This is an optimization exercise on Yosys and OpenROAD, whose aim is small area, not a production implementation. In this exercise RTL edits were held to simulation tests only and were not proved equivalent to the original. Power and IR drop assume default switching activity.

wip/umber:
==> flow/design.v (excerpt) <==
module sgd_top (
    input  wire        clk,
    input  wire        rst_n,
    input  wire        start,
    input  wire [15:0] mini_batch_size,
    input  wire [15:0] number_of_samples,
    input  wire [15:0] number_of_epochs,
    input  wire [4:0]  step_shift,
    input  wire [31:0] sample_features,
    input  wire [31:0] sample_label,
    input  wire        sample_valid,
    output wire        sample_ready,
    output wire [31:0] x_out_data,
    output wire        x_out_valid,
    input  wire        x_out_ready,
    output wire        x_out_last,
    output wire        done
);
    reg  [4:0]  ph;           
    reg         run;          
    reg         insamp;       
    reg         dact;         
    reg         ready_q;
    reg         xz;           
    reg         gact, gupd, gfirst, gfin;
    reg         om, xvalid, done_q;
    reg  [1:0]  widx;
    reg  [15:0] mbs_r, ns_r, ec_r;    
    reg  [15:0] bc_r, sc_r;           
    reg  [4:0]  sh_r;
    reg         rl_s, rl_b, ee, be, first_n;
    reg         bw_s, bw_b, bw_e, one_s, one_b, one_e;
    reg  [31:0] x0, x1, x2, x3;
    reg  [31:0] g0, g1, g2, g3;
    reg  [31:0] fr;               
    reg  [31:0] dl;               
    reg         sgn;              
    reg  [6:0]  lw;               
    reg  [5:0]  cd;               
    reg  [3:0]  cg0, cg1, cg2, cg3;
    reg         bx0, bx1, bx2, bx3;   
    wire p0  = (ph == 5'd0);
    wire p7  = (ph == 5'd7);
    wire p15 = (ph == 5'd15);
    wire p16 = (ph == 5'd16);
    wire p30 = (ph == 5'd30);
    wire p31 = (ph == 5'd31);
    wire [7:1] m;
    assign m[1] = (ph >= 5'd1);
    assign m[2] = (ph >= 5'd2);
    assign m[3] = (ph >= 5'd3);
    assign m[4] = (ph >= 5'd4);
    assign m[5] = (ph >= 5'd5);
    assign m[6] = (ph >= 5'd6);
    assign m[7] = (ph >= 5'd7);
    wire take_start = start & ~run;
    wire fend = p31 | take_start;
    wire d_on = p0 ? (insamp & sample_valid) : dact;
    wire [5:0] phs  = {1'b0, ph} + {1'b0, sh_r};
    wire       tapv = dl[5'd31 - sh_r];
    wire       L    = phs[5] ? sgn : tapv;
    wire [31:0] sf = sample_features;
    wire [7:0]  fa0 = fr[7:0];
    wire [7:0]  fa1 = fr[15:8];
    wire [7:0]  fa2 = fr[23:16];
    wire [7:0]  fa3 = fr[31:24];
    wire gb0 = g0[0] & ~gfirst;
    wire gb1 = g1[0] & ~gfirst;
    wire gb2 = g2[0] & ~gfirst;
  ...
For scale: roughly 1300 cells after synthesis, roughly 160 I/O pins, ~0.017 sq mm of cells after synthesis.
clock: 10.0 ns
lec_check: 0
cap_margin: 20
core_margin: 2
core_utilization: 40
slew_margin: 20
standard.sh (not shown) runs the stock make flow with config.mk's settings and CLKGATE_MAP_FILE= SYNTH_SCRIPT=/design/flow/synth_recipe.tcl, a recipe that flattens the netlist after the stock synthesis.
==> flow/flow/run.sh <==
#!/bin/bash
# Standard layout, with single-drive port buffers and a clock tree without dummy loads.
set -euo pipefail
cd "$(dirname "$0")/.."
bash standard.sh \
  BUFFER_PORTS_ARGS="-buffer_cell sky130_fd_sc_hd__buf_1" \
  CTS_ARGS="-sink_clustering_enable -repair_clock_nets -dont_use_dummy_load -buf_list sky130_fd_sc_hd__clkbuf_8 -sink_clustering_size 20 -sink_clustering_max_diameter 45" \
  finish > flow_make.log 2>&1
wip/umber finished every step from synthesis to the final layout, and the layout passed the timing, DRC and antenna checks.
## Diff of input files: wip/tundra against wip/umber
Settings: swapping 40 for 65 in CORE_UTILIZATION.
==> flow/flow/run.sh <==
#!/bin/bash
# Standard layout, with single-drive port buffers and a clock tree without dummy loads.
set -euo pipefail
cd "$(dirname "$0")/.."
bash standard.sh \
  BUFFER_PORTS_ARGS="-buffer_cell sky130_fd_sc_hd__buf_1" \
  CTS_ARGS="-sink_clustering_enable -repair_clock_nets -dont_use_dummy_load -buf_list sky130_fd_sc_hd__clkbuf_4 -sink_clustering_size 12 -sink_clustering_max_diameter 35" \
  finish > flow_make.log 2>&1
Notes after the runs:
In the flow results for wip/umber and wip/tundra, the height of the chip is larger on wip/umber. wip/tundra vs. wip/umber: area overhead of the layout relative to synthesis went down by 2.7 points. wip/tundra vs wip/umber: maximum frequency down slightly. The post-placement worst setup slack in wip/tundra was higher than what wip/umber gave. Clock skew, wip/umber and wip/tundra, lower one = wip/tundra. Maximum number of pins on one net before global-route repair in wip/tundra is 37% higher than in wip/umber. Width of the die ended up 44 um lower on wip/tundra than on wip/umber. Total number of cells along the worst setup path went down by a few percent going from wip/umber to wip/tundra. wip/tundra vs. wip/umber: final non-filler cell total decreased 191, final period utilization increased 0.50 points.
Modified inputs, wip/xenon compared to wip/tundra
==> flow/flow/run.sh <==
#!/bin/bash
# The standard layout (standard.sh), with three changes:
#  - synthesis maps the logic with an area-oriented ABC script;
#  - ports are buffered with the smallest buffer;
#  - the clock tree uses small buffers and no dummy loads.
set -euo pipefail
W="$(cd "$(dirname "$0")/.." && pwd)"
cd "$W"
export FLOW_WORK="$W"
export FLOW_ABC_SCRIPT="$W/flow/abc_area.script"
bash standard.sh \
  SYNTH_SCRIPT="$W/flow/synth_area.tcl" \
  BUFFER_PORTS_ARGS="-buffer_cell sky130_fd_sc_hd__buf_1" \
  CTS_ARGS="-sink_clustering_enable -repair_clock_nets -dont_use_dummy_load -buf_list sky130_fd_sc_hd__clkbuf_4 -sink_clustering_size 12 -sink_clustering_max_diameter 35" \
  finish > "$W/flow_make.log" 2>&1
==> flow/flow/abc_area.script (new file) <==
&get -n
&st
&dch
&nf -a
&st
&syn2
&if -g -K 6
&synch2
&nf -a
&st
&dch
&nf -a
&put
topo
stime -c
==> flow/flow/synth_area.tcl (new file) <==
# The standard synthesis (synth_recipe.tcl), with ABC's mapping of the
# logic aimed at area (abc_area.script beside this file) instead of delay.
# Registers, their names and their cells are those of the standard synthesis.
proc abc {args} {
  set i [lsearch -exact $args -script]
  if {$i >= 0} {
    lset args [expr {$i + 1}] $::env(FLOW_ABC_SCRIPT)
  }
  yosys abc {*}$args
}
source $::env(FLOW_WORK)/synth_recipe.tcl
Findings:
- Sort wip/tundra and wip/xenon by adder-cell area share of the yosys netlist desc -> top: wip/xenon
- On fraction of area in multi-input gates, the lower figure sits with wip/xenon, not wip/tundra.
- wip/xenon: time the worst path needs with I/O delays and setup is 0.31 ns higher than what wip/tundra reported.
- Re post-route non-filler standard cell count: wip/tundra and wip/xenon aren't equal, and the lower value belongs to wip/xenon.
- Looking at wip/tundra and wip/xenon, the clock-pin slew on the worst setup and hold paths is a wash.
- Compared wip/xenon against wip/tundra; total power within noise.
The inputs of wip/quartz differ from those of wip/xenon as listed below.
Settings: CTS_BUF_LIST newly set to sky130_fd_sc_hd__clkbuf_4; CORE_UTILIZATION changed from 65 to 40; CTS_CLUSTER_SIZE newly set to 30.
==> flow/run.sh (new file) <==
#!/bin/bash
# synth_recipe.tcl (not shown) runs the flow's synth.tcl, then flattens the netlist and writes it again
# the make line also repeats each setting of config.mk as NAME=value (left out here)
make -C /OpenROAD-flow-scripts/flow DESIGN_CONFIG=/design/flow/config.mk WORK_HOME=/design/flow/orfs CLKGATE_MAP_FILE= SYNTH_SCRIPT=/design/flow/synth_recipe.tcl finish
removed: flow/flow/run.sh
removed: flow/flow/abc_area.script
removed: flow/flow/synth_area.tcl
removed: flow/standard.sh
## What came out
wip/quartz against wip/xenon: part of the power in the clock network saw an increase; combined buffer and inverter count along the critical path has decreased. Compared with wip/xenon, wip/quartz shows a lower post-route clock skew. The lower static leakage of wip/xenon and wip/quartz is in wip/xenon. Diff wip/xenon -> wip/quartz: transition time at the pin with the least slew margin decreased by 0.17 ns relative to the old numbers, non-clock buffer count dropped 1, insertion delay to the later sink of the worst-skew pair went up by 0.10 ns. In the reports for wip/xenon and wip/quartz, the larger routed length on met2 belongs to wip/quartz. Comparing wip/xenon and wip/quartz, the higher register-to-register slack was measured on wip/quartz. wip/quartz vs. wip/xenon: worst setup slack after layout increased 0.38 ns, cell count went up.
#### Input delta (wip/garnet over wip/quartz)
Settings: CTS_CLUSTER_SIZE removed (was 30); CTS_BUF_LIST removed (was sky130_fd_sc_hd__clkbuf_4); CORE_UTILIZATION changed from 40 to 65.
==> flow/flow/run.sh (new file) <==
#!/bin/bash
# Standard layout, with single-drive port buffers and a clock tree without dummy loads.
set -euo pipefail
cd "$(dirname "$0")/.."
bash standard.sh \
  BUFFER_PORTS_ARGS="-buffer_cell sky130_fd_sc_hd__buf_1" \
  CTS_ARGS="-sink_clustering_enable -repair_clock_nets -dont_use_dummy_load -buf_list {sky130_fd_sc_hd__clkbuf_4 sky130_fd_sc_hd__clkbuf_8} -sink_clustering_size 16 -sink_clustering_max_diameter 40" \
  finish > flow_make.log 2>&1
==> flow/standard.sh (new file) <==
#!/bin/bash
# synth_recipe.tcl (not shown) runs the flow's synth.tcl, then flattens the netlist and writes it again
# the make line also repeats each setting of config.mk as NAME=value (left out here)
make -C /OpenROAD-flow-scripts/flow DESIGN_CONFIG=/design/flow/config.mk WORK_HOME=/design/flow/orfs CLKGATE_MAP_FILE= SYNTH_SCRIPT=/design/flow/synth_recipe.tcl "${@:-finish}"
removed: flow/run.sh
==> run summary <==
- Looking at relative slew slack across wip/garnet and wip/quartz, the one that comes out lower is wip/garnet.
- Comparing wip/quartz with wip/garnet, the proportion of power drawn by combinational gates came out essentially unchanged.
- In the metrics for wip/garnet and wip/quartz, the one carrying the lower required time of the worst setup path is wip/garnet.
- wip/garnet vs. wip/quartz: post-synthesis xor/xnor area fraction was more or less identical, sequential share of layout area has increased.
- Measured against wip/quartz, the largest net degree at the start of global routing of wip/garnet comes out at 1.4 times the reference value.
- | part of the total power dissipated in the clock network | wip/garnet vs wip/quartz | 11 points lower |
- Compared with wip/quartz, in wip/garnet die boundary width moved down; worst setup slack moved down.

## separate check: timing with driven ports
How much do the figures lean on ideal ports? The routed layouts below were timed once more, with nothing changed but the port constraints.
Step 1, drivers: a clkbuf_16 drives clk and a buf_2 each remaining input, both assumed.
Step 2 adds t to the input delays and takes it off the output delays; t is the mean of the earliest and latest rising clock arrival at the registers after step 1. Input paths then give back, and output paths get back, about the clock's delay inside the block.
a / b / c = ideal ports / drivers / drivers and shift; a / b = the first two.
run | t (ns) | slack for setup (ns) | clock arrival spread, ns | worst register clock-pin slew, ns | worst data-port slew with drivers (ns)
wip/umber | 0.638 | 0.831 / 0.831 / 0.831 | 0.102 / 0.103 | 0.11 / 0.11 | 0.07
wip/tundra | 0.734 | 0.781 / 0.781 / 0.781 | 0.106 / 0.106 | 0.12 / 0.12 | 0.06
wip/xenon | 0.730 | 0.471 / 0.471 / 0.471 | 0.077 / 0.077 | 0.12 / 0.12 | 0.06
wip/quartz | 0.835 | 0.855 / 0.855 / 0.855 | 0.065 / 0.065 | 0.08 / 0.08 | 0.09
wip/garnet | 0.596 | 0.847 / 0.847 / 0.847 | 0.050 / 0.050 | 0.09 / 0.09 | 0.06
After both steps every run listed still meets setup and hold.
